From an optimization exercise on the open Yosys and OpenROAD flow, aimed at small area, a short achievable clock period and few clock cycles per item; shortcuts taken in it are not production practice. Where RTL was checked, it was by simulation tests only, not by an equivalence proof against the original. The RTL of run 2 was laid out without a check of its function. Power and IR drop assume default switching activity.

==> flow/design.v <==
`default_nettype none
package div_pkg;
  localparam int xlen = 32;
  typedef enum logic [1:0] {
    OP_DIV  = 2'd0,
    OP_DIVU = 2'd1,
    OP_REM  = 2'd2,
    OP_REMU = 2'd3
  } div_op_e;
endpackage
`default_nettype wire
`timescale 1ns/1ps
`default_nettype none
module div_operand_prep
(
  input  logic        CLK,
  input  logic        RST_N,
  input  logic        adv,
  input  logic        in_valid,
  input  logic [31:0] in_a,
  input  logic [31:0] in_b,
  input  logic [1:0]  in_op,
  output logic        slot_valid,
  output logic [31:0] slot_dq,
  output logic [31:0] slot_divisor,
  output logic        slot_neg,
  output logic        slot_take_rem
);
  logic        is_signed;
  logic        a_neg;
  logic        b_neg;
  logic        b_zero;
  logic [31:0] a_mag;
  logic [31:0] b_mag;
  logic        neg_d;
  always_comb begin
    is_signed = !in_op[0];
    a_neg     = is_signed & in_a[31];
    b_neg     = is_signed & in_b[31];
    b_zero    = (in_b == '0);
    a_mag = a_neg ? ('0 - in_a) : in_a;
    b_mag = b_neg ? ('0 - in_b) : in_b;
    neg_d = in_op[1] ? a_neg : ((a_neg ^ b_neg) & !b_zero);
  end
  always_ff @(posedge CLK) begin
    if (!RST_N) begin
      slot_valid <= 1'b0;
    end else if (adv) begin
      slot_valid <= in_valid;
    end
  end
  always_ff @(posedge CLK) begin
    if (adv) begin
      slot_dq       <= a_mag;
      slot_divisor  <= b_mag;
      slot_neg      <= neg_d;
      slot_take_rem <= in_op[1];
    end
  end
endmodule
`default_nettype wire
`timescale 1ns/1ps
`default_nettype none
module div_step_stage
#(
  parameter int J0 = 0,
  parameter int K  = 2,
  parameter int RI = (J0 < 1) ? 1 : J0,
  parameter int RO = J0 + K
)
(
  input  logic          CLK,
  input  logic          RST_N,
  input  logic          adv,
  input  logic          prev_valid,
  input  logic [RI-1:0] prev_rem,
  input  logic [31:0]   prev_dq,
  input  logic [31:0]   prev_divisor,
  input  logic          prev_neg,
  input  logic          prev_take_rem,
  output logic          next_valid,
  output logic [RO-1:0] next_rem,
  output logic [31:0]   next_dq,
  output logic [31:0]   next_divisor,
  output logic          next_neg,
  output logic          next_take_rem
);
  logic [31:0] rem [0:K];
  logic [31:0] dq  [0:K];
  assign rem[0] = (J0 == 0) ? 32'd0 : {{(32 - RI){1'b0}}, prev_rem};
  assign dq[0]  = prev_dq;
  for (genvar i = 0; i < K; i++) begin : g_step
    localparam int W = J0 + i + 1;
    logic [W-1:0] t;
    logic [W-1:0] d;
    logic         borrow;
    logic         hi_nz;
    logic         ge;
    if (W == 1) begin : g_t1
      assign t = dq[i][31];
    end else begin : g_tn
      assign t = {rem[i][W-2:0], dq[i][31]};
    end
    if (W < 32) begin : g_hi
      assign hi_nz = |prev_divisor[31:W];
    end else begin : g_nohi
      assign hi_nz = 1'b0;
    end
    assign {borrow, d} = {1'b0, t} - {1'b0, prev_divisor[W-1:0]};
    assign ge = !hi_nz && !borrow;
    if (W < 32) begin : g_rw
      assign rem[i+1] = {{(32 - W){1'b0}}, ge ? d : t};
    end else begin : g_rf
      assign rem[i+1] = ge ? d : t;
    end
    assign dq[i+1] = {dq[i][30:0], ge};
  end
  always_ff @(posedge CLK) begin
    if (!RST_N) begin
      next_valid <= 1'b0;
    end else if (adv) begin
      next_valid <= prev_valid;
    end
  end
  always_ff @(posedge CLK) begin
    if (adv) begin
      next_rem      <= rem[K][RO-1:0];
      next_dq       <= dq[K];
      next_divisor  <= prev_divisor;
      next_neg      <= prev_neg;
      next_take_rem <= prev_take_rem;
    end
  end
endmodule
`default_nettype wire
`timescale 1ns/1ps
`default_nettype none
module div_result_fixup
(
  input  logic        CLK,
  input  logic        RST_N,
  input  logic        r_ready,
  output logic        adv,
  input  logic        prev_valid,
  input  logic [31:0] prev_rem,
  input  logic [31:0] prev_quo,
  input  logic        prev_neg,
  input  logic        prev_take_rem,
  output logic        r_valid,
  output logic [31:0] r_data
);
  logic [31:0] mag;
  logic [31:0] result;
  logic        skid_valid;
  logic [31:0] skid_data;
  logic        pop;
  logic        push;
  logic [1:0]  count_nxt;
  always_comb begin
    mag    = prev_take_rem ? prev_rem : prev_quo;
    result = prev_neg ? ('0 - mag) : mag;
  end
  assign pop  = r_valid & r_ready;
  assign push = adv & prev_valid;
  always_comb begin
    count_nxt = {1'b0, r_valid} + {1'b0, skid_valid} + {1'b0, push} - {1'b0, pop};
  end
  always_ff @(posedge CLK) begin
    if (!RST_N) begin
      r_valid    <= 1'b0;
      skid_valid <= 1'b0;
      adv        <= 1'b1;
    end else begin
      adv <= (count_nxt <= 2'd1);
      if (pop) begin
        if (skid_valid) begin
          skid_valid <= push;
        end else begin
          r_valid <= push;
        end
      end else if (!r_valid) begin
        r_valid <= push;
      end else if (!skid_valid) begin
        skid_valid <= push;
      end
    end
  end
  always_ff @(posedge CLK) begin
    if (pop) begin
      r_data    <= skid_valid ? skid_data : result;
      skid_data <= result;
    end else if (!r_valid) begin
      r_data <= result;
    end else if (!skid_valid) begin
      skid_data <= result;
    end
  end
endmodule
`default_nettype wire
`timescale 1ns/1ps
`default_nettype none
module div_top
(
  input  logic        CLK,
  input  logic        RST_N,
  input  logic        in_valid,
  output logic        in_ready,
  input  logic [31:0] in_a,
  input  logic [31:0] in_b,
  input  logic [1:0]  in_op,
  output logic        r_valid,
  input  logic        r_ready,
  output logic [31:0] r_data
);
  logic adv;
  assign in_ready = adv;
  logic        s0_valid;
  logic [31:0] s0_dq;
  logic [31:0] s0_divisor;
  logic        s0_neg;
  logic        s0_take_rem;
  logic        s1_valid;
  logic [1:0] s1_rem;
  logic [31:0] s1_dq;
  logic [31:0] s1_divisor;
  logic        s1_neg;
  logic        s1_take_rem;
  logic        s2_valid;
  logic [3:0] s2_rem;
  logic [31:0] s2_dq;
  logic [31:0] s2_divisor;
  logic        s2_neg;
  logic        s2_take_rem;
  logic        s3_valid;
  logic [5:0] s3_rem;
  logic [31:0] s3_dq;
  logic [31:0] s3_divisor;
  logic        s3_neg;
  logic        s3_take_rem;
  logic        s4_valid;
  logic [7:0] s4_rem;
  logic [31:0] s4_dq;
  logic [31:0] s4_divisor;
  logic        s4_neg;
  logic        s4_take_rem;
  logic        s5_valid;
  logic [9:0] s5_rem;
  logic [31:0] s5_dq;
  logic [31:0] s5_divisor;
  logic        s5_neg;
  logic        s5_take_rem;
  logic        s6_valid;
  logic [11:0] s6_rem;
  logic [31:0] s6_dq;
  logic [31:0] s6_divisor;
  logic        s6_neg;
  logic        s6_take_rem;
  logic        s7_valid;
  logic [13:0] s7_rem;
  logic [31:0] s7_dq;
  logic [31:0] s7_divisor;
  logic        s7_neg;
  logic        s7_take_rem;
  logic        s8_valid;
  logic [15:0] s8_rem;
  logic [31:0] s8_dq;
  logic [31:0] s8_divisor;
  logic        s8_neg;
  logic        s8_take_rem;
  logic        s9_valid;
  logic [17:0] s9_rem;
  logic [31:0] s9_dq;
  logic [31:0] s9_divisor;
  logic        s9_neg;
  logic        s9_take_rem;
  logic        s10_valid;
  logic [19:0] s10_rem;
  logic [31:0] s10_dq;
  logic [31:0] s10_divisor;
  logic        s10_neg;
  logic        s10_take_rem;
  logic        s11_valid;
  logic [21:0] s11_rem;
  logic [31:0] s11_dq;
  logic [31:0] s11_divisor;
  logic        s11_neg;
  logic        s11_take_rem;
  logic        s12_valid;
  logic [23:0] s12_rem;
  logic [31:0] s12_dq;
  logic [31:0] s12_divisor;
  logic        s12_neg;
  logic        s12_take_rem;
  logic        s13_valid;
  logic [25:0] s13_rem;
  logic [31:0] s13_dq;
  logic [31:0] s13_divisor;
  logic        s13_neg;
  logic        s13_take_rem;
  logic        s14_valid;
  logic [27:0] s14_rem;
  logic [31:0] s14_dq;
  logic [31:0] s14_divisor;
  logic        s14_neg;
  logic        s14_take_rem;
  logic        s15_valid;
  logic [29:0] s15_rem;
  logic [31:0] s15_dq;
  logic [31:0] s15_divisor;
  logic        s15_neg;
  logic        s15_take_rem;
  logic        s16_valid;
  logic [31:0] s16_rem;
  logic [31:0] s16_dq;
  logic [31:0] s16_divisor;
  logic        s16_neg;
  logic        s16_take_rem;
  div_operand_prep u_operand_prep (
    .CLK           (CLK),
    .RST_N         (RST_N),
    .adv           (adv),
    .in_valid      (in_valid),
    .in_a          (in_a),
    .in_b          (in_b),
    .in_op         (in_op),
    .slot_valid    (s0_valid),
    .slot_dq       (s0_dq),
    .slot_divisor  (s0_divisor),
    .slot_neg      (s0_neg),
    .slot_take_rem (s0_take_rem)
  );
  div_step_stage #(.J0(0), .K(2)) u_stage0 (
    .CLK           (CLK),
    .RST_N         (RST_N),
    .adv           (adv),
    .prev_valid    (s0_valid),
    .prev_rem      (1'b0),
    .prev_dq       (s0_dq),
    .prev_divisor  (s0_divisor),
    .prev_neg      (s0_neg),
    .prev_take_rem (s0_take_rem),
    .next_valid    (s1_valid),
    .next_rem      (s1_rem),
    .next_dq       (s1_dq),
    .next_divisor  (s1_divisor),
    .next_neg      (s1_neg),
    .next_take_rem (s1_take_rem)
  );
  div_step_stage #(.J0(2), .K(2)) u_stage1 (
    .CLK           (CLK),
    .RST_N         (RST_N),
    .adv           (adv),
    .prev_valid    (s1_valid),
    .prev_rem      (s1_rem),
    .prev_dq       (s1_dq),
    .prev_divisor  (s1_divisor),
    .prev_neg      (s1_neg),
    .prev_take_rem (s1_take_rem),
    .next_valid    (s2_valid),
    .next_rem      (s2_rem),
    .next_dq       (s2_dq),
    .next_divisor  (s2_divisor),
    .next_neg      (s2_neg),
    .next_take_rem (s2_take_rem)
  );
  div_step_stage #(.J0(4), .K(2)) u_stage2 (
    .CLK           (CLK),
    .RST_N         (RST_N),
    .adv           (adv),
    .prev_valid    (s2_valid),
    .prev_rem      (s2_rem),
    .prev_dq       (s2_dq),
    .prev_divisor  (s2_divisor),
    .prev_neg      (s2_neg),
    .prev_take_rem (s2_take_rem),
    .next_valid    (s3_valid),
    .next_rem      (s3_rem),
    .next_dq       (s3_dq),
    .next_divisor  (s3_divisor),
    .next_neg      (s3_neg),
    .next_take_rem (s3_take_rem)
  );
  div_step_stage #(.J0(6), .K(2)) u_stage3 (
    .CLK           (CLK),
    .RST_N         (RST_N),
    .adv           (adv),
    .prev_valid    (s3_valid),
    .prev_rem      (s3_rem),
    .prev_dq       (s3_dq),
    .prev_divisor  (s3_divisor),
    .prev_neg      (s3_neg),
    .prev_take_rem (s3_take_rem),
    .next_valid    (s4_valid),
    .next_rem      (s4_rem),
    .next_dq       (s4_dq),
    .next_divisor  (s4_divisor),
    .next_neg      (s4_neg),
    .next_take_rem (s4_take_rem)
  );
  div_step_stage #(.J0(8), .K(2)) u_stage4 (
    .CLK           (CLK),
    .RST_N         (RST_N),
    .adv           (adv),
    .prev_valid    (s4_valid),
    .prev_rem      (s4_rem),
    .prev_dq       (s4_dq),
    .prev_divisor  (s4_divisor),
    .prev_neg      (s4_neg),
    .prev_take_rem (s4_take_rem),
    .next_valid    (s5_valid),
    .next_rem      (s5_rem),
    .next_dq       (s5_dq),
    .next_divisor  (s5_divisor),
    .next_neg      (s5_neg),
    .next_take_rem (s5_take_rem)
  );
  div_step_stage #(.J0(10), .K(2)) u_stage5 (
    .CLK           (CLK),
    .RST_N         (RST_N),
    .adv           (adv),
    .prev_valid    (s5_valid),
    .prev_rem      (s5_rem),
    .prev_dq       (s5_dq),
    .prev_divisor  (s5_divisor),
    .prev_neg      (s5_neg),
    .prev_take_rem (s5_take_rem),
    .next_valid    (s6_valid),
    .next_rem      (s6_rem),
    .next_dq       (s6_dq),
    .next_divisor  (s6_divisor),
    .next_neg      (s6_neg),
    .next_take_rem (s6_take_rem)
  );
  div_step_stage #(.J0(12), .K(2)) u_stage6 (
    .CLK           (CLK),
    .RST_N         (RST_N),
    .adv           (adv),
    .prev_valid    (s6_valid),
    .prev_rem      (s6_rem),
    .prev_dq       (s6_dq),
    .prev_divisor  (s6_divisor),
    .prev_neg      (s6_neg),
    .prev_take_rem (s6_take_rem),
    .next_valid    (s7_valid),
    .next_rem      (s7_rem),
    .next_dq       (s7_dq),
    .next_divisor  (s7_divisor),
    .next_neg      (s7_neg),
    .next_take_rem (s7_take_rem)
  );
  div_step_stage #(.J0(14), .K(2)) u_stage7 (
    .CLK           (CLK),
    .RST_N         (RST_N),
    .adv           (adv),
    .prev_valid    (s7_valid),
    .prev_rem      (s7_rem),
    .prev_dq       (s7_dq),
    .prev_divisor  (s7_divisor),
    .prev_neg      (s7_neg),
    .prev_take_rem (s7_take_rem),
    .next_valid    (s8_valid),
    .next_rem      (s8_rem),
    .next_dq       (s8_dq),
    .next_divisor  (s8_divisor),
    .next_neg      (s8_neg),
    .next_take_rem (s8_take_rem)
  );
  div_step_stage #(.J0(16), .K(2)) u_stage8 (
    .CLK           (CLK),
    .RST_N         (RST_N),
    .adv           (adv),
    .prev_valid    (s8_valid),
    .prev_rem      (s8_rem),
    .prev_dq       (s8_dq),
    .prev_divisor  (s8_divisor),
    .prev_neg      (s8_neg),
    .prev_take_rem (s8_take_rem),
    .next_valid    (s9_valid),
    .next_rem      (s9_rem),
    .next_dq       (s9_dq),
    .next_divisor  (s9_divisor),
    .next_neg      (s9_neg),
    .next_take_rem (s9_take_rem)
  );
  div_step_stage #(.J0(18), .K(2)) u_stage9 (
    .CLK           (CLK),
    .RST_N         (RST_N),
    .adv           (adv),
    .prev_valid    (s9_valid),
    .prev_rem      (s9_rem),
    .prev_dq       (s9_dq),
    .prev_divisor  (s9_divisor),
    .prev_neg      (s9_neg),
    .prev_take_rem (s9_take_rem),
    .next_valid    (s10_valid),
    .next_rem      (s10_rem),
    .next_dq       (s10_dq),
    .next_divisor  (s10_divisor),
    .next_neg      (s10_neg),
    .next_take_rem (s10_take_rem)
  );
  div_step_stage #(.J0(20), .K(2)) u_stage10 (
    .CLK           (CLK),
    .RST_N         (RST_N),
    .adv           (adv),
    .prev_valid    (s10_valid),
    .prev_rem      (s10_rem),
    .prev_dq       (s10_dq),
    .prev_divisor  (s10_divisor),
    .prev_neg      (s10_neg),
    .prev_take_rem (s10_take_rem),
    .next_valid    (s11_valid),
    .next_rem      (s11_rem),
    .next_dq       (s11_dq),
    .next_divisor  (s11_divisor),
    .next_neg      (s11_neg),
    .next_take_rem (s11_take_rem)
  );
  div_step_stage #(.J0(22), .K(2)) u_stage11 (
    .CLK           (CLK),
    .RST_N         (RST_N),
    .adv           (adv),
    .prev_valid    (s11_valid),
    .prev_rem      (s11_rem),
    .prev_dq       (s11_dq),
    .prev_divisor  (s11_divisor),
    .prev_neg      (s11_neg),
    .prev_take_rem (s11_take_rem),
    .next_valid    (s12_valid),
    .next_rem      (s12_rem),
    .next_dq       (s12_dq),
    .next_divisor  (s12_divisor),
    .next_neg      (s12_neg),
    .next_take_rem (s12_take_rem)
  );
  div_step_stage #(.J0(24), .K(2)) u_stage12 (
    .CLK           (CLK),
    .RST_N         (RST_N),
    .adv           (adv),
    .prev_valid    (s12_valid),
    .prev_rem      (s12_rem),
    .prev_dq       (s12_dq),
    .prev_divisor  (s12_divisor),
    .prev_neg      (s12_neg),
    .prev_take_rem (s12_take_rem),
    .next_valid    (s13_valid),
    .next_rem      (s13_rem),
    .next_dq       (s13_dq),
    .next_divisor  (s13_divisor),
    .next_neg      (s13_neg),
    .next_take_rem (s13_take_rem)
  );
  div_step_stage #(.J0(26), .K(2)) u_stage13 (
    .CLK           (CLK),
    .RST_N         (RST_N),
    .adv           (adv),
    .prev_valid    (s13_valid),
    .prev_rem      (s13_rem),
    .prev_dq       (s13_dq),
    .prev_divisor  (s13_divisor),
    .prev_neg      (s13_neg),
    .prev_take_rem (s13_take_rem),
    .next_valid    (s14_valid),
    .next_rem      (s14_rem),
    .next_dq       (s14_dq),
    .next_divisor  (s14_divisor),
    .next_neg      (s14_neg),
    .next_take_rem (s14_take_rem)
  );
  div_step_stage #(.J0(28), .K(2)) u_stage14 (
    .CLK           (CLK),
    .RST_N         (RST_N),
    .adv           (adv),
    .prev_valid    (s14_valid),
    .prev_rem      (s14_rem),
    .prev_dq       (s14_dq),
    .prev_divisor  (s14_divisor),
    .prev_neg      (s14_neg),
    .prev_take_rem (s14_take_rem),
    .next_valid    (s15_valid),
    .next_rem      (s15_rem),
    .next_dq       (s15_dq),
    .next_divisor  (s15_divisor),
    .next_neg      (s15_neg),
    .next_take_rem (s15_take_rem)
  );
  div_step_stage #(.J0(30), .K(2)) u_stage15 (
    .CLK           (CLK),
    .RST_N         (RST_N),
    .adv           (adv),
    .prev_valid    (s15_valid),
    .prev_rem      (s15_rem),
    .prev_dq       (s15_dq),
    .prev_divisor  (s15_divisor),
    .prev_neg      (s15_neg),
    .prev_take_rem (s15_take_rem),
    .next_valid    (s16_valid),
    .next_rem      (s16_rem),
    .next_dq       (s16_dq),
    .next_divisor  (s16_divisor),
    .next_neg      (s16_neg),
    .next_take_rem (s16_take_rem)
  );
  div_result_fixup u_result_fixup (
    .CLK           (CLK),
    .RST_N         (RST_N),
    .r_ready       (r_ready),
    .adv           (adv),
    .prev_valid    (s16_valid),
    .prev_rem      (s16_rem),
    .prev_quo      (s16_dq),
    .prev_neg      (s16_neg),
    .prev_take_rem (s16_take_rem),
    .r_valid       (r_valid),
    .r_data        (r_data)
  );
endmodule
`default_nettype wire
==> flow/run.sh <==
#!/bin/bash
# synth_recipe.tcl (not shown) runs the flow's synth.tcl, then flattens the netlist and writes it again
# the make line also repeats each setting of config.mk as NAME=value (left out here)
make -C /OpenROAD-flow-scripts/flow DESIGN_CONFIG=/design/flow/config.mk WORK_HOME=/design/flow/orfs CLKGATE_MAP_FILE= SYNTH_SCRIPT=/design/flow/synth_recipe.tcl finish
==> flow/config.mk <==
export PLATFORM = sky130hd
export DESIGN_NAME = div_top
export DESIGN_NICKNAME = div_top
export VERILOG_FILES = /design/flow/design.v
export SDC_FILE = /design/flow/constraint.sdc
export NUM_CORES = 4
export LEC_CHECK = 0
export CAP_MARGIN = 20
export CORE_MARGIN = 2
export CORE_UTILIZATION = 40
export SETUP_SLACK_MARGIN = 0.2
export SLEW_MARGIN = 20
==> flow/constraint.sdc <==
create_clock -name core_clock -period 7.0 [get_ports {CLK}]
set_input_delay 1.4000 -clock core_clock [delete_from_list [all_inputs] [get_ports {CLK}]]
set_output_delay 1.4000 -clock core_clock [all_outputs]
set_load 0.01 [all_outputs]
==> summary.txt, run 1 <==
- Run status: no timing/DRC/antenna violations
- Boundary pin count: 104
- Final instance count without filler cells: 9,331
- Port bufs: 103
- Register bit total from synthesis: 1,446
- Tmin final: 6.50 ns
- Worst-Margin Slew: 1.03 ns
- Chip height: 444 um
- Nets: 7,314
- Setup Viol. Count Final: 0
- DR DRC count: 0
- Pre-CTS setup slack: 0.259 ns
- Maximum operating frequency: 0.154 GHz
- Global-route wire length before repair: 262 mm
- Pleak: 35.6 nW
- Final cycle utilization of the critical path: 92.9%
- Max Transition Viols Final: 0
- Main synth FF type: edfxtp_1
- Post-Syn Area: 77,600 um2
- CTS tree: done
- Die span in x: 444 um
- Synth async-reset ratio: 0%
- Met3 Routed Length: 5.52 mm
- Row Count: 161
- Worst VDD drop: 269 uV
- Vias in the first global route: 48.7k
- ANT nets after route: 0
- Largest delay contributor family on the critical path: compound AO/OA/AOI/OAI gates
- Req. time, crit path: 7.57 ns
- Die area: 197,000 um2
- RSZ-0062 raised after global routing: no
- Layout cells sized above 1: 11.7%
- Area leader, netlist: edfxtp_1
- Worst flop-to-flop path startpoint: u_stage9.next_divisor[1]
- Layout Area Growth over Synthesis: 13.3%
- Initial antenna violation count: 2
- Crit path launch type: flip-flop
- Placed cells: 9,041
- CORE AREA: 193,000 um2
- PwrDens: 319 nW/um2
- Routed vias/inst: 5.25
- Crit path DAT: 7.07 ns
- Synth cell types: 89
- DRT Pass-1 Iters: 8
- Post-layout util: 45.6%
- H-tree levels: 4
- Avg Cell Area, Syn: 12.2 um2
- Top Layer Used: met4
- M1 wire length: 73.3 mm
- Met2 wire length: 82.4 mm
- Syn Inst Count: 6,380
- Detailed Route WL: 165 mm
- Worst clock skew: 0.0614 ns
- Largest net degree at the start of global routing: 174
- Final setup margin: 0.497 ns
- Worst-path fanout max: 34
- Synth warn: 50
- CTS root buf: clkbuf_16
- Buf/Inv on CP: 5
- CTS Buffer Depth: 3
- Filler instances: 17.4k
- Critical Path Sink Type: flip-flop
- Commonest non-fill, non-tap cell in the layout: edfxtp_1
- Initial Util: 40.3%
- Final HPWL DP: 124 mm
- Worst-path cell chain: inv_2, ha_1, nor2b_1, o2111ai_1, a31oi_1, a311o_1, a21oi_4, o21ai_2, o41ai_4, buf_4, buf_4, mux2_2, ha_1, o2111a_1, a211oi_1, o31ai_1, a21oi_1, nor2_1, nor4bb_1, buf_4, a2111oi_4, buf_12, mux2_2
- Slew HR: 31.2%
- Syn nets: 7,014
- Iteration-0 DRC Markers: 3,054
- Worst Setup SP: u_stage9.next_divisor[1]
- Fin Hold WS: 0.373 ns
- Via count: 49.0k
- CP peak stage delay: 0.49 ns
- TritonCTS Sinks: 1,446
- Number of synthesized flops with an enable pin: 1,426
- Total track usage: 16.4%
- GP Congestion: 0.904
- CP most frequent cell: buf_4
- Worst min-delay path startpoint: u_stage0.next_dq[8]
- Post-synthesis sequential area ratio: 55.7%
- CP Class: reg -> reg
- Most frequent cells in the layout: edfxtp_1, ha_1, a21oi_1, inv_1, nor2_1
- Final hold vios: 0
- Hold Path Class: reg -> reg
- Congestion Overflow GR: 0
- Max_cap viols: 0
- Clock-pin slew on the worst setup and hold paths: 0.06 ns
- Crit path max-delay cell type: a311o_1
- CTS buffer count: 157
- Post-DR wirelength/cell: 17.7 um
- Post-synth top area share: 55.2%
- Largest cells by area after synthesis: edfxtp_1, ha_1, mux2_2
- Clk latency of the worst-skew pair: 0.82 ns
## routing by layer
metal | vias up | GRT usage (%)
li1 | 24400 | -
met1 | 23600 | 20.8
met2 | 744 | 29.1
met3 | 255 | 2.47
met4 | 0 | 4.67
met5 | - | 0
## logic make-up (layout without fill, tap and decap cells)
kind of cell	Yosys count	in the layout	synth area share [%]
xor gates and xnor gates	489	489	5.52
muxes	411	411	5.84
AOI/OAI and AO/OA	1496	1496	12.0
adders and majority gates	564	564	9.40
other	0	1	0
buffers and inverters	556	980	2.77
and+or+nand+nor	1418	1418	8.73
DFF	1446	1446	55.7
## per-stage QoR
step,setup TNS (ns),total power [mW],instance area [um2]
floorplan,-4286.59,17.8,77600
global placement,0,19.8,82600
detailed placement,0,19.9,82600
CTS,0,28.2,87700
global route,0,29.7,87900
finish,0,28.0,87900
## synth_stat cells, drive strengths merged (27+ instances only)
| cell | count |
|---|---|
| mux2 | 330 |
| nor4 | 74 |
| o21bai | 44 |
| nand2 | 353 |
| or3 | 27 |
| a31oi | 48 |
| a211oi | 51 |
| nand4 | 36 |
| inv | 441 |
| clkbuf | 69 |
| mux2i | 81 |
| edfxtp | 1426 |
| fa | 31 |
| o31ai | 43 |
| nor2b | 103 |
| nor3 | 101 |
| xnor2 | 317 |
| and3 | 42 |
| or2 | 29 |
| a21oi | 513 |
| buf | 45 |
| nand3 | 73 |
| ha | 533 |
| o21a | 72 |
| nand2b | 71 |
| xor2 | 172 |
| nor2 | 435 |
| a21o | 167 |
| o21ai | 366 |
## final cells by class
type                    instances  area [um2]  area share (%)
flip-flops and latches       1446       43200            49.2
clock inverters                98        1090            1.25
inverters                     442        1660            1.89
multi-input cells            4378       32300            36.8
diodes                          1        2.50         0.00285
repair buffers                255        2340            2.66
clock buffers                 185        4040            4.60
well taps                    2526        3160            3.60
## timing repair
action                                  CTS  global route
hold buffers                              0             0
pin swaps                                 0             3
buffers inserted                          0             5
hold endpoints to repair                  0             0
endpoints found under the setup margin   11           138
cloned                                    0             1
resized for setup                         1            26
## final timing paths
kind | slack (ns) | to | cells after the start
worst max-delay path | 0.50 | u_stage10.next_rem[3] | 23
worst min-delay path | 0.37 | u_stage1.next_dq[10] | 0
worst max register to register | 0.50 | u_stage10.next_rem[3] | 23
worst min register to register | 0.37 | u_stage1.next_dq[10] | 0
## power by group
group | internal [mW] | total, mW | leakage (nW) | switching, mW
combinational | 4.03 | 8.61 | 17.4 | 4.58
sequential | 10.7 | 11.3 | 15.8 | 0.590
clock | 4.60 | 8.13 | 2.45 | 3.53
Testbench counts, summed over its fixed seeds: cycles 9,744, items 9,600.
==> run 2, diff against run 1 <==
--- a/flow/design.v
+++ b/flow/design.v
@@ -66,4 +66,5 @@
   parameter int J0 = 0,
   parameter int K  = 2,
+  parameter int SEL = 0,
   parameter int RI = (J0 < 1) ? 1 : J0,
   parameter int RO = J0 + K
@@ -123,8 +124,108 @@
     end
   end
+  if (SEL) begin : g_sel
+    always_ff @(posedge CLK) begin
+      if (adv) begin
+        next_rem <= prev_take_rem ? rem[K][RO-1:0] : dq[K];
+      end
+    end
+    assign next_dq = '0;
+  end else begin : g_nosel
+    always_ff @(posedge CLK) begin
+      if (adv) begin
+        next_rem <= rem[K][RO-1:0];
+        next_dq  <= dq[K];
+      end
+    end
+  end
+  always_ff @(posedge CLK) begin
+    if (adv) begin
+      next_divisor  <= prev_divisor;
+      next_neg      <= prev_neg;
+      next_take_rem <= prev_take_rem;
+    end
+  end
+endmodule
+module div_r4_stage
+#(
+  parameter int J0 = 0,
+  parameter int R  = 1,
+  parameter int RI = (J0 < 1) ? 1 : J0,
+  parameter int RO = J0 + 2 * R
+)
+(
+  input  logic          CLK,
+  input  logic          RST_N,
+  input  logic          adv,
+  input  logic          prev_valid,
+  input  logic [RI-1:0] prev_rem,
+  input  logic [31:0]   prev_dq,
+  input  logic [31:0]   prev_divisor,
+  input  logic          prev_neg,
+  input  logic          prev_take_rem,
+  output logic          next_valid,
+  output logic [RO-1:0] next_rem,
+  output logic [31:0]   next_dq,
+  output logic [31:0]   next_divisor,
+  output logic          next_neg,
+  output logic          next_take_rem
+);
+  logic [31:0] rem [0:R];
+  logic [31:0] dq  [0:R];
+  logic [34:0] b1;
+  logic [34:0] b2;
+  assign rem[0] = (J0 == 0) ? 32'd0 : {{(32 - RI){1'b0}}, prev_rem};
+  assign dq[0]  = prev_dq;
+  assign b1     = {3'b000, prev_divisor};
+  assign b2     = {2'b00, prev_divisor, 1'b0};
+  for (genvar i = 0; i < R; i++) begin : g_step
+    localparam int W = J0 + 2 * i + 2;
+    logic [34:0] t;
+    logic [34:0] d1;
+    logic [34:0] d2;
+    logic [34:0] d3;
+    logic [34:0] cs_s;
+    logic [34:0] cs_c;
+    logic        ge1;
+    logic        ge2;
+    logic        ge3;
+    logic [W-1:0] r_new;
+    if (W == 2) begin : g_t2
+      assign t = {33'd0, dq[i][31:30]};
+    end else begin : g_tn
+      assign t = {{(35 - W){1'b0}}, rem[i][W-3:0], dq[i][31:30]};
+    end
+    assign d1 = t - b1;
+    assign d2 = t - b2;
+    assign cs_s = t ^ ~b1 ^ ~b2;
+    assign cs_c = {(t[33:0] & ~b1[33:0]) | (t[33:0] & ~b2[33:0]) | (~b1[33:0] & ~b2[33:0]), 1'b0};
+    assign d3 = cs_s + cs_c + 35'd2;
+    assign ge1 = !d1[34];
+    assign ge2 = !d2[34];
+    assign ge3 = !d3[34];
+    always_comb begin
+      if (ge3)      r_new = d3[W-1:0];
+      else if (ge2) r_new = d2[W-1:0];
+      else if (ge1) r_new = d1[W-1:0];
+      else          r_new = t[W-1:0];
+    end
+    if (W < 32) begin : g_rw
+      assign rem[i+1] = {{(32 - W){1'b0}}, r_new};
+    end else begin : g_rf
+      assign rem[i+1] = r_new;
+    end
+    assign dq[i+1] = {dq[i][29:0], ge2, ge3 | (ge1 & !ge2)};
+  end
+  always_ff @(posedge CLK) begin
+    if (!RST_N) begin
+      next_valid <= 1'b0;
+    end else if (adv) begin
+      next_valid <= prev_valid;
+    end
+  end
   always_ff @(posedge CLK) begin
     if (adv) begin
-      next_rem      <= rem[K][RO-1:0];
-      next_dq       <= dq[K];
+      next_rem      <= rem[R][RO-1:0];
+      next_dq       <= dq[R];
       next_divisor  <= prev_divisor;
       next_neg      <= prev_neg;
@@ -137,4 +238,7 @@
 `default_nettype none
 module div_result_fixup
+#(
+  parameter int SEL = 0
+)
 (
   input  logic        CLK,
@@ -158,5 +262,5 @@
   logic [1:0]  count_nxt;
   always_comb begin
-    mag    = prev_take_rem ? prev_rem : prev_quo;
+    mag    = (SEL != 0 || prev_take_rem) ? prev_rem : prev_quo;
     result = prev_neg ? ('0 - mag) : mag;
   end
@@ -233,5 +337,5 @@
   logic        s2_take_rem;
   logic        s3_valid;
-  logic [5:0] s3_rem;
+  logic [4:0] s3_rem;
   logic [31:0] s3_dq;
   logic [31:0] s3_divisor;
@@ -239,5 +343,5 @@
   logic        s3_take_rem;
   logic        s4_valid;
-  logic [7:0] s4_rem;
+  logic [5:0] s4_rem;
   logic [31:0] s4_dq;
   logic [31:0] s4_divisor;
@@ -245,5 +349,5 @@
   logic        s4_take_rem;
   logic        s5_valid;
-  logic [9:0] s5_rem;
+  logic [6:0] s5_rem;
   logic [31:0] s5_dq;
   logic [31:0] s5_divisor;
@@ -251,5 +355,5 @@
   logic        s5_take_rem;
   logic        s6_valid;
-  logic [11:0] s6_rem;
+  logic [7:0] s6_rem;
   logic [31:0] s6_dq;
   logic [31:0] s6_divisor;
@@ -257,5 +361,5 @@
   logic        s6_take_rem;
   logic        s7_valid;
-  logic [13:0] s7_rem;
+  logic [8:0] s7_rem;
   logic [31:0] s7_dq;
   logic [31:0] s7_divisor;
@@ -263,5 +367,5 @@
   logic        s7_take_rem;
   logic        s8_valid;
-  logic [15:0] s8_rem;
+  logic [9:0] s8_rem;
   logic [31:0] s8_dq;
   logic [31:0] s8_divisor;
@@ -269,5 +373,5 @@
   logic        s8_take_rem;
   logic        s9_valid;
-  logic [17:0] s9_rem;
+  logic [10:0] s9_rem;
   logic [31:0] s9_dq;
   logic [31:0] s9_divisor;
@@ -275,5 +379,5 @@
   logic        s9_take_rem;
   logic        s10_valid;
-  logic [19:0] s10_rem;
+  logic [11:0] s10_rem;
   logic [31:0] s10_dq;
   logic [31:0] s10_divisor;
@@ -281,5 +385,5 @@
   logic        s10_take_rem;
   logic        s11_valid;
-  logic [21:0] s11_rem;
+  logic [12:0] s11_rem;
   logic [31:0] s11_dq;
   logic [31:0] s11_divisor;
@@ -287,5 +391,5 @@
   logic        s11_take_rem;
   logic        s12_valid;
-  logic [23:0] s12_rem;
+  logic [13:0] s12_rem;
   logic [31:0] s12_dq;
   logic [31:0] s12_divisor;
@@ -293,5 +397,5 @@
   logic        s12_take_rem;
   logic        s13_valid;
-  logic [25:0] s13_rem;
+  logic [14:0] s13_rem;
   logic [31:0] s13_dq;
   logic [31:0] s13_divisor;
@@ -299,5 +403,5 @@
   logic        s13_take_rem;
   logic        s14_valid;
-  logic [27:0] s14_rem;
+  logic [15:0] s14_rem;
   logic [31:0] s14_dq;
   logic [31:0] s14_divisor;
@@ -305,5 +409,5 @@
   logic        s14_take_rem;
   logic        s15_valid;
-  logic [29:0] s15_rem;
+  logic [16:0] s15_rem;
   logic [31:0] s15_dq;
   logic [31:0] s15_divisor;
@@ -311,9 +415,93 @@
   logic        s15_take_rem;
   logic        s16_valid;
-  logic [31:0] s16_rem;
+  logic [17:0] s16_rem;
   logic [31:0] s16_dq;
   logic [31:0] s16_divisor;
   logic        s16_neg;
   logic        s16_take_rem;
+  logic        s17_valid;
+  logic [18:0] s17_rem;
+  logic [31:0] s17_dq;
+  logic [31:0] s17_divisor;
+  logic        s17_neg;
+  logic        s17_take_rem;
+  logic        s18_valid;
+  logic [19:0] s18_rem;
+  logic [31:0] s18_dq;
+  logic [31:0] s18_divisor;
+  logic        s18_neg;
+  logic        s18_take_rem;
+  logic        s19_valid;
+  logic [20:0] s19_rem;
+  logic [31:0] s19_dq;
+  logic [31:0] s19_divisor;
+  logic        s19_neg;
+  logic        s19_take_rem;
+  logic        s20_valid;
+  logic [21:0] s20_rem;
+  logic [31:0] s20_dq;
+  logic [31:0] s20_divisor;
+  logic        s20_neg;
+  logic        s20_take_rem;
+  logic        s21_valid;
+  logic [22:0] s21_rem;
+  logic [31:0] s21_dq;
+  logic [31:0] s21_divisor;
+  logic        s21_neg;
+  logic        s21_take_rem;
+  logic        s22_valid;
+  logic [23:0] s22_rem;
+  logic [31:0] s22_dq;
+  logic [31:0] s22_divisor;
+  logic        s22_neg;
+  logic        s22_take_rem;
+  logic        s23_valid;
+  logic [24:0] s23_rem;
+  logic [31:0] s23_dq;
+  logic [31:0] s23_divisor;
+  logic        s23_neg;
+  logic        s23_take_rem;
+  logic        s24_valid;
+  logic [25:0] s24_rem;
+  logic [31:0] s24_dq;
+  logic [31:0] s24_divisor;
+  logic        s24_neg;
+  logic        s24_take_rem;
+  logic        s25_valid;
+  logic [26:0] s25_rem;
+  logic [31:0] s25_dq;
+  logic [31:0] s25_divisor;
+  logic        s25_neg;
+  logic        s25_take_rem;
+  logic        s26_valid;
+  logic [27:0] s26_rem;
+  logic [31:0] s26_dq;
+  logic [31:0] s26_divisor;
+  logic        s26_neg;
+  logic        s26_take_rem;
+  logic        s27_valid;
+  logic [28:0] s27_rem;
+  logic [31:0] s27_dq;
+  logic [31:0] s27_divisor;
+  logic        s27_neg;
+  logic        s27_take_rem;
+  logic        s28_valid;
+  logic [29:0] s28_rem;
+  logic [31:0] s28_dq;
+  logic [31:0] s28_divisor;
+  logic        s28_neg;
+  logic        s28_take_rem;
+  logic        s29_valid;
+  logic [30:0] s29_rem;
+  logic [31:0] s29_dq;
+  logic [31:0] s29_divisor;
+  logic        s29_neg;
+  logic        s29_take_rem;
+  logic        s30_valid;
+  logic [31:0] s30_rem;
+  logic [31:0] s30_dq;
+  logic [31:0] s30_divisor;
+  logic        s30_neg;
+  logic        s30_take_rem;
   div_operand_prep u_operand_prep (
     .CLK           (CLK),
@@ -330,5 +518,5 @@
     .slot_take_rem (s0_take_rem)
   );
-  div_step_stage #(.J0(0), .K(2)) u_stage0 (
+  div_step_stage #(.J0(0), .K(2), .SEL(0)) u_stage0 (
     .CLK           (CLK),
     .RST_N         (RST_N),
@@ -347,5 +535,5 @@
     .next_take_rem (s1_take_rem)
   );
-  div_step_stage #(.J0(2), .K(2)) u_stage1 (
+  div_step_stage #(.J0(2), .K(2), .SEL(0)) u_stage1 (
     .CLK           (CLK),
     .RST_N         (RST_N),
@@ -364,5 +552,5 @@
     .next_take_rem (s2_take_rem)
   );
-  div_step_stage #(.J0(4), .K(2)) u_stage2 (
+  div_step_stage #(.J0(4), .K(1), .SEL(0)) u_stage2 (
     .CLK           (CLK),
     .RST_N         (RST_N),
@@ -381,5 +569,5 @@
     .next_take_rem (s3_take_rem)
   );
-  div_step_stage #(.J0(6), .K(2)) u_stage3 (
+  div_step_stage #(.J0(5), .K(1), .SEL(0)) u_stage3 (
     .CLK           (CLK),
     .RST_N         (RST_N),
@@ -398,5 +586,5 @@
     .next_take_rem (s4_take_rem)
   );
-  div_step_stage #(.J0(8), .K(2)) u_stage4 (
+  div_step_stage #(.J0(6), .K(1), .SEL(0)) u_stage4 (
     .CLK           (CLK),
     .RST_N         (RST_N),
@@ -415,5 +603,5 @@
     .next_take_rem (s5_take_rem)
   );
-  div_step_stage #(.J0(10), .K(2)) u_stage5 (
+  div_step_stage #(.J0(7), .K(1), .SEL(0)) u_stage5 (
     .CLK           (CLK),
     .RST_N         (RST_N),
@@ -432,5 +620,5 @@
     .next_take_rem (s6_take_rem)
   );
-  div_step_stage #(.J0(12), .K(2)) u_stage6 (
+  div_step_stage #(.J0(8), .K(1), .SEL(0)) u_stage6 (
     .CLK           (CLK),
     .RST_N         (RST_N),
@@ -449,5 +637,5 @@
     .next_take_rem (s7_take_rem)
   );
-  div_step_stage #(.J0(14), .K(2)) u_stage7 (
+  div_step_stage #(.J0(9), .K(1), .SEL(0)) u_stage7 (
     .CLK           (CLK),
     .RST_N         (RST_N),
@@ -466,5 +654,5 @@
     .next_take_rem (s8_take_rem)
   );
-  div_step_stage #(.J0(16), .K(2)) u_stage8 (
+  div_step_stage #(.J0(10), .K(1), .SEL(0)) u_stage8 (
     .CLK           (CLK),
     .RST_N         (RST_N),
@@ -483,5 +671,5 @@
     .next_take_rem (s9_take_rem)
   );
-  div_step_stage #(.J0(18), .K(2)) u_stage9 (
+  div_step_stage #(.J0(11), .K(1), .SEL(0)) u_stage9 (
     .CLK           (CLK),
     .RST_N         (RST_N),
@@ -500,5 +688,5 @@
     .next_take_rem (s10_take_rem)
   );
-  div_step_stage #(.J0(20), .K(2)) u_stage10 (
+  div_step_stage #(.J0(12), .K(1), .SEL(0)) u_stage10 (
     .CLK           (CLK),
     .RST_N         (RST_N),
@@ -517,5 +705,5 @@
     .next_take_rem (s11_take_rem)
   );
-  div_step_stage #(.J0(22), .K(2)) u_stage11 (
+  div_step_stage #(.J0(13), .K(1), .SEL(0)) u_stage11 (
     .CLK           (CLK),
     .RST_N         (RST_N),
@@ -534,5 +722,5 @@
     .next_take_rem (s12_take_rem)
   );
-  div_step_stage #(.J0(24), .K(2)) u_stage12 (
+  div_step_stage #(.J0(14), .K(1), .SEL(0)) u_stage12 (
     .CLK           (CLK),
     .RST_N         (RST_N),
@@ -551,5 +739,5 @@
     .next_take_rem (s13_take_rem)
   );
-  div_step_stage #(.J0(26), .K(2)) u_stage13 (
+  div_step_stage #(.J0(15), .K(1), .SEL(0)) u_stage13 (
     .CLK           (CLK),
     .RST_N         (RST_N),
@@ -568,5 +756,5 @@
     .next_take_rem (s14_take_rem)
   );
-  div_step_stage #(.J0(28), .K(2)) u_stage14 (
+  div_step_stage #(.J0(16), .K(1), .SEL(0)) u_stage14 (
     .CLK           (CLK),
     .RST_N         (RST_N),
@@ -585,5 +773,5 @@
     .next_take_rem (s15_take_rem)
   );
-  div_step_stage #(.J0(30), .K(2)) u_stage15 (
+  div_step_stage #(.J0(17), .K(1), .SEL(0)) u_stage15 (
     .CLK           (CLK),
     .RST_N         (RST_N),
@@ -602,14 +790,252 @@
     .next_take_rem (s16_take_rem)
   );
-  div_result_fixup u_result_fixup (
+  div_step_stage #(.J0(18), .K(1), .SEL(0)) u_stage16 (
     .CLK           (CLK),
     .RST_N         (RST_N),
-    .r_ready       (r_ready),
     .adv           (adv),
     .prev_valid    (s16_valid),
     .prev_rem      (s16_rem),
-    .prev_quo      (s16_dq),
+    .prev_dq       (s16_dq),
+    .prev_divisor  (s16_divisor),
     .prev_neg      (s16_neg),
     .prev_take_rem (s16_take_rem),
+    .next_valid    (s17_valid),
+    .next_rem      (s17_rem),
+    .next_dq       (s17_dq),
+    .next_divisor  (s17_divisor),
+    .next_neg      (s17_neg),
+    .next_take_rem (s17_take_rem)
+  );
+  div_step_stage #(.J0(19), .K(1), .SEL(0)) u_stage17 (
+    .CLK           (CLK),
+    .RST_N         (RST_N),
+    .adv           (adv),
+    .prev_valid    (s17_valid),
+    .prev_rem      (s17_rem),
+    .prev_dq       (s17_dq),
+    .prev_divisor  (s17_divisor),
+    .prev_neg      (s17_neg),
+    .prev_take_rem (s17_take_rem),
+    .next_valid    (s18_valid),
+    .next_rem      (s18_rem),
+    .next_dq       (s18_dq),
+    .next_divisor  (s18_divisor),
+    .next_neg      (s18_neg),
+    .next_take_rem (s18_take_rem)
+  );
+  div_step_stage #(.J0(20), .K(1), .SEL(0)) u_stage18 (
+    .CLK           (CLK),
+    .RST_N         (RST_N),
+    .adv           (adv),
+    .prev_valid    (s18_valid),
+    .prev_rem      (s18_rem),
+    .prev_dq       (s18_dq),
+    .prev_divisor  (s18_divisor),
+    .prev_neg      (s18_neg),
+    .prev_take_rem (s18_take_rem),
+    .next_valid    (s19_valid),
+    .next_rem      (s19_rem),
+    .next_dq       (s19_dq),
+    .next_divisor  (s19_divisor),
+    .next_neg      (s19_neg),
+    .next_take_rem (s19_take_rem)
+  );
+  div_step_stage #(.J0(21), .K(1), .SEL(0)) u_stage19 (
+    .CLK           (CLK),
+    .RST_N         (RST_N),
+    .adv           (adv),
+    .prev_valid    (s19_valid),
+    .prev_rem      (s19_rem),
+    .prev_dq       (s19_dq),
+    .prev_divisor  (s19_divisor),
+    .prev_neg      (s19_neg),
+    .prev_take_rem (s19_take_rem),
+    .next_valid    (s20_valid),
+    .next_rem      (s20_rem),
+    .next_dq       (s20_dq),
+    .next_divisor  (s20_divisor),
+    .next_neg      (s20_neg),
+    .next_take_rem (s20_take_rem)
+  );
+  div_step_stage #(.J0(22), .K(1), .SEL(0)) u_stage20 (
+    .CLK           (CLK),
+    .RST_N         (RST_N),
+    .adv           (adv),
+    .prev_valid    (s20_valid),
+    .prev_rem      (s20_rem),
+    .prev_dq       (s20_dq),
+    .prev_divisor  (s20_divisor),
+    .prev_neg      (s20_neg),
+    .prev_take_rem (s20_take_rem),
+    .next_valid    (s21_valid),
+    .next_rem      (s21_rem),
+    .next_dq       (s21_dq),
+    .next_divisor  (s21_divisor),
+    .next_neg      (s21_neg),
+    .next_take_rem (s21_take_rem)
+  );
+  div_step_stage #(.J0(23), .K(1), .SEL(0)) u_stage21 (
+    .CLK           (CLK),
+    .RST_N         (RST_N),
+    .adv           (adv),
+    .prev_valid    (s21_valid),
+    .prev_rem      (s21_rem),
+    .prev_dq       (s21_dq),
+    .prev_divisor  (s21_divisor),
+    .prev_neg      (s21_neg),
+    .prev_take_rem (s21_take_rem),
+    .next_valid    (s22_valid),
+    .next_rem      (s22_rem),
+    .next_dq       (s22_dq),
+    .next_divisor  (s22_divisor),
+    .next_neg      (s22_neg),
+    .next_take_rem (s22_take_rem)
+  );
+  div_step_stage #(.J0(24), .K(1), .SEL(0)) u_stage22 (
+    .CLK           (CLK),
+    .RST_N         (RST_N),
+    .adv           (adv),
+    .prev_valid    (s22_valid),
+    .prev_rem      (s22_rem),
+    .prev_dq       (s22_dq),
+    .prev_divisor  (s22_divisor),
+    .prev_neg      (s22_neg),
+    .prev_take_rem (s22_take_rem),
+    .next_valid    (s23_valid),
+    .next_rem      (s23_rem),
+    .next_dq       (s23_dq),
+    .next_divisor  (s23_divisor),
+    .next_neg      (s23_neg),
+    .next_take_rem (s23_take_rem)
+  );
+  div_step_stage #(.J0(25), .K(1), .SEL(0)) u_stage23 (
+    .CLK           (CLK),
+    .RST_N         (RST_N),
+    .adv           (adv),
+    .prev_valid    (s23_valid),
+    .prev_rem      (s23_rem),
+    .prev_dq       (s23_dq),
+    .prev_divisor  (s23_divisor),
+    .prev_neg      (s23_neg),
+    .prev_take_rem (s23_take_rem),
+    .next_valid    (s24_valid),
+    .next_rem      (s24_rem),
+    .next_dq       (s24_dq),
+    .next_divisor  (s24_divisor),
+    .next_neg      (s24_neg),
+    .next_take_rem (s24_take_rem)
+  );
+  div_step_stage #(.J0(26), .K(1), .SEL(0)) u_stage24 (
+    .CLK           (CLK),
+    .RST_N         (RST_N),
+    .adv           (adv),
+    .prev_valid    (s24_valid),
+    .prev_rem      (s24_rem),
+    .prev_dq       (s24_dq),
+    .prev_divisor  (s24_divisor),
+    .prev_neg      (s24_neg),
+    .prev_take_rem (s24_take_rem),
+    .next_valid    (s25_valid),
+    .next_rem      (s25_rem),
+    .next_dq       (s25_dq),
+    .next_divisor  (s25_divisor),
+    .next_neg      (s25_neg),
+    .next_take_rem (s25_take_rem)
+  );
+  div_step_stage #(.J0(27), .K(1), .SEL(0)) u_stage25 (
+    .CLK           (CLK),
+    .RST_N         (RST_N),
+    .adv           (adv),
+    .prev_valid    (s25_valid),
+    .prev_rem      (s25_rem),
+    .prev_dq       (s25_dq),
+    .prev_divisor  (s25_divisor),
+    .prev_neg      (s25_neg),
+    .prev_take_rem (s25_take_rem),
+    .next_valid    (s26_valid),
+    .next_rem      (s26_rem),
+    .next_dq       (s26_dq),
+    .next_divisor  (s26_divisor),
+    .next_neg      (s26_neg),
+    .next_take_rem (s26_take_rem)
+  );
+  div_step_stage #(.J0(28), .K(1), .SEL(0)) u_stage26 (
+    .CLK           (CLK),
+    .RST_N         (RST_N),
+    .adv           (adv),
+    .prev_valid    (s26_valid),
+    .prev_rem      (s26_rem),
+    .prev_dq       (s26_dq),
+    .prev_divisor  (s26_divisor),
+    .prev_neg      (s26_neg),
+    .prev_take_rem (s26_take_rem),
+    .next_valid    (s27_valid),
+    .next_rem      (s27_rem),
+    .next_dq       (s27_dq),
+    .next_divisor  (s27_divisor),
+    .next_neg      (s27_neg),
+    .next_take_rem (s27_take_rem)
+  );
+  div_step_stage #(.J0(29), .K(1), .SEL(0)) u_stage27 (
+    .CLK           (CLK),
+    .RST_N         (RST_N),
+    .adv           (adv),
+    .prev_valid    (s27_valid),
+    .prev_rem      (s27_rem),
+    .prev_dq       (s27_dq),
+    .prev_divisor  (s27_divisor),
+    .prev_neg      (s27_neg),
+    .prev_take_rem (s27_take_rem),
+    .next_valid    (s28_valid),
+    .next_rem      (s28_rem),
+    .next_dq       (s28_dq),
+    .next_divisor  (s28_divisor),
+    .next_neg      (s28_neg),
+    .next_take_rem (s28_take_rem)
+  );
+  div_step_stage #(.J0(30), .K(1), .SEL(0)) u_stage28 (
+    .CLK           (CLK),
+    .RST_N         (RST_N),
+    .adv           (adv),
+    .prev_valid    (s28_valid),
+    .prev_rem      (s28_rem),
+    .prev_dq       (s28_dq),
+    .prev_divisor  (s28_divisor),
+    .prev_neg      (s28_neg),
+    .prev_take_rem (s28_take_rem),
+    .next_valid    (s29_valid),
+    .next_rem      (s29_rem),
+    .next_dq       (s29_dq),
+    .next_divisor  (s29_divisor),
+    .next_neg      (s29_neg),
+    .next_take_rem (s29_take_rem)
+  );
+  div_step_stage #(.J0(31), .K(1), .SEL(1)) u_stage29 (
+    .CLK           (CLK),
+    .RST_N         (RST_N),
+    .adv           (adv),
+    .prev_valid    (s29_valid),
+    .prev_rem      (s29_rem),
+    .prev_dq       (s29_dq),
+    .prev_divisor  (s29_divisor),
+    .prev_neg      (s29_neg),
+    .prev_take_rem (s29_take_rem),
+    .next_valid    (s30_valid),
+    .next_rem      (s30_rem),
+    .next_dq       (s30_dq),
+    .next_divisor  (s30_divisor),
+    .next_neg      (s30_neg),
+    .next_take_rem (s30_take_rem)
+  );
+  div_result_fixup #(.SEL(1)) u_result_fixup (
+    .CLK           (CLK),
+    .RST_N         (RST_N),
+    .r_ready       (r_ready),
+    .adv           (adv),
+    .prev_valid    (s30_valid),
+    .prev_rem      (s30_rem),
+    .prev_quo      (s30_dq),
+    .prev_neg      (s30_neg),
+    .prev_take_rem (s30_take_rem),
     .r_valid       (r_valid),
     .r_data        (r_data)
==> run 2 against run 1 <==
Highest routed layer unchanged. Wire length up 19%. Count of clock-buffer cells in the layout rose by 146. Clock power grew 77%. Die area up 46%. Critical path depth fell by 10. Critical path type unchanged. Utilization is 0.17 points lower. Synthesized area is 47% higher. Cell count up 31%. Non-clock buffer count fell by 105. Largest cell class unchanged. Setup slack better by 2.1 ns.
==> summary.txt, run 2 <==
- Req. time, crit path: 7.54 ns
- Worst reg-to-reg path cell count: 13
- Pleak: 51.8 nW
- Max Transition Viols Final: 0
- Critical Path Sink Type: flip-flop
- GR peak layer: met2
- Syn nets: 8,579
- Finished Cell Area: 128,000 um2
- Iteration-0 DRC Markers: 3,777
- Post-synth top area share: 67.8%
- Port bufs: 103
- Crit path launch type: flip-flop
- Worst Setup SP: u_stage26.next_divisor[0]
- Chip height: 537 um
- CTS hold repair buffers: 0
- Post-Syn Area: 114,000 um2
- CTS buffer count: 282
- R2R Path End: u_stage27.next_rem[4]
- DR DRC count: 0
- Vias in the first global route: 63.8k
- Worst Setup EP: u_stage27.next_rem[4]
- PwrDens: 325 nW/um2
- Met2 Use GR: 25.4%
- Register bit total from synthesis: 2,603
- Total track usage: 13.5%
- Worst-Margin Slew: 1.16 ns
- Setup Viol. Count Final: 0
- CORE AREA: 283,000 um2
- Synth warn: 92
- Tot Pwr: 41.8 mW
- Crit path max-delay cell type: buf_4
- Detailed Route WL: 196 mm
- Hold Path Class: reg -> reg
- Final HPWL DP: 137 mm
- GRT met3 Usage: 2.03%
- Die span in x: 537 um
- Filler instances: 24.6k
- Worst-path cell chain: ha_1, fa_1, nor2b_1, o21ai_0, a21oi_1, o221a_2, a311oi_2, a31oi_1, a41oi_1, a211o_2, o21ai_4, buf_4, mux2_4
- Routed vias/inst: 5.06
- Post-synthesis sequential area ratio: 68.4%
- Grt met1 use: 15.4%
- Top-count cell post-synth: edfxtp_1
- Die area: 289,000 um2
- Final hold vios: 0
- Stages on the worst setup path: 13
- ANT nets after route: 0
- CP peak stage delay: 0.48 ns
- TritonCTS Sinks: 2,603
- Synth cell types: 98
- Worst flop-to-flop path startpoint: u_stage26.next_divisor[0]
- R2R Setup Slk: 2.59 ns
- Worst clock skew: 0.0575 ns
- Clk latency of the worst-skew pair: 0.86 ns
- Slew HR: 20.7%
- GP Congestion: 0.870
- Main synth FF type: edfxtp_1
- Max_cap viols: 0
- Number of synthesized flops with an enable pin: 2,569
- Layout Area Growth over Synthesis: 12.9%
- Run status: no timing/DRC/antenna violations
- Tmin final: 4.41 ns
- Commonest non-fill, non-tap cell in the layout: edfxtp_1
- Largest delay contributor family on the critical path: compound AO/OA/AOI/OAI gates
- Worst min-delay path startpoint: u_stage0.next_dq[24]
- Buf/Inv on CP: 1
- CTS Buffer Depth: 4
- DP Area: 119,000 um2
- Via count: 61.8k
- Leading cell types by count after synthesis: edfxtp_1, inv_1, ha_1
- Row Count: 195
- Fin Hold WS: 0.384 ns
- Multi-input gate area: 32,700 um2
- Setup TNS: 0 ns
- Largest net degree at the start of global routing: 191
- Initial antenna violation count: 7
- Avg Cell Area, Syn: 14.3 um2
- Maximum operating frequency: 0.227 GHz
- Worst VDD drop: 178 uV
- CTS root buf: clkbuf_16
- Final cycle utilization of the critical path: 62.9%
- Boundary pin count: 104
- Worst-path fanout max: 28
- DRT Pass-1 Iters: 5
- Largest cells by area after synthesis: edfxtp_1, ha_1, inv_1
- Initial Util: 40.3%
- Crit path DAT: 4.94 ns
- Post-CTS Resized: 0
- Layout cells sized above 1: 9.27%
- Postcts setup bufs: 0
- Global-route wire length before repair: 323 mm
- Clock-pin slew on the worst setup and hold paths: 0.06 ns
- Syn Inst Count: 7,945
- Congestion Overflow GR: 0
- CP Class: reg -> reg
- Most frequent cells in the layout: edfxtp_1, inv_1, ha_1, nand2_1, o21ai_0
- RSZ-0062 raised after global routing: no
- Nets: 8,882
- FF/Latch Area: 77,800 um2
- CTS tree: done
- Synth async-reset ratio: 0%
- H-tree levels: 5
- Area leader, netlist: edfxtp_1
- Post-DR wirelength/cell: 16.1 um
==> run 2: cell count changes in the layout (fill, tap and decap cells not counted), sizes merged, moves of 62 or more <==
cell,before,now
a21oi,513,383
mux2,330,268
inv,445,746
xnor2,317,251
clkbuf,185,331
nand2,353,449
o21ai,366,455
buf,152,47
nor2,435,368
edfxtp,1426,2569
==> run 2: where the power goes <==
part           switching (mW)  internal (mW)
clock network            5.86           8.53
registers               0.874           19.0
logic                    4.12           3.39
total                    10.9           30.9
==> run 2: worst reg2reg max path: cells and delay by family (launching register included) <==
family                   cells  cell delay, ns
multiplexers                 1            0.40
flip-flops                   1            0.43
buffers and inverters        1            0.48
AO/OA/AOI/OAI                8            2.06
AND/OR/NAND/NOR              1            0.14
adder cells (fa/ha/maj)      2            0.66
==> run 2: cell families after synthesis <==
| kind of cell | synth area share, % |
|---|---|
| AOI/OAI and AO/OA | 8.61 |
| DFF | 68.4 |
| adders and majority gates | 6.41 |
| buffers and inverters | 2.94 |
| xor gates and xnor gates | 3.36 |
| and+or+nand+nor | 6.86 |
| muxes | 3.41 |
==> run 2: worst min path at each step <==
stage	depth (start not counted)	endpoint	slack (ns)
after global routing	0	u_stage28.next_dq[27]	0.39
after floorplan	0	u_stage0.next_dq[10]	0.40
after global placement	0	u_stage22.next_dq[14]	0.40
final	0	u_stage1.next_dq[26]	0.38
after CTS	0	u_stage28.next_dq[24]	0.38
after detailed placement	0	u_stage10.next_dq[10]	0.40
==> run 2: cell type report <==
class                      instances  area share (%)
antenna                            1         0.00195
clock buffer                     331            5.79
clock inverter                   169            1.20
inverter                         737            2.15
multi-input combinational       4474            25.4
sequential                      2603            60.6
tap                             3743            3.65
timing repair buffer             150            1.18
==> run 2: per-stage QoR <==
stage	utilization [%]	worst slack, ns	instances
3_3_place_gp	42.3	2.33	11700
2_1_floorplan	-	-11.19	7945
3_5_place_dp	42.3	2.40	11700
6_report	45.5	2.59	12200
4_1_cts	45.5	2.57	12200
5_1_grt	45.5	2.30	12200
==> run 2: layer usage <==
metal | part of all wire, % | vias to the layer above | wire [um]
li1 | - | 30300 | -
met1 | 41 | 30100 | 79800
met2 | 53 | 923 | 104000
met3 | 3.1 | 412 | 6100
met4 | 3.2 | 0 | 6300
met5 | 0 | - | 0

==> port drivers added, routing unchanged <==
The flow's constraints put no driver on any port. The routed layouts listed below were extracted and timed again, unchanged, in two steps.
Step 1: set_driving_cell puts a clkbuf_16 on CLK and a buf_2 on each other input, an assumption about the parent block.
Step 2 also shifts input and output timing later by t, the mid clock arrival at the registers, as if the neighbouring blocks saw the same clock.
Three values: no drivers, after step 1, after step 2; two values: the first two.
run	t (ns)	slack for setup (ns)	worst setup path after step 2	worst register clock-pin slew, ns	worst data-port slew with drivers (ns)
run 1	0.871	0.497 / 0.497 / 0.497	register to register	0.06 / 0.06	0.06
run 2	0.914	2.594 / 2.594 / 2.486	input to register	0.06 / 0.06	0.04
After both steps setup and hold are still met in every run listed. For run 2, which loses most, drivers alone change the setup slack by 0.000 ns; drivers and shift together by -0.108 ns.
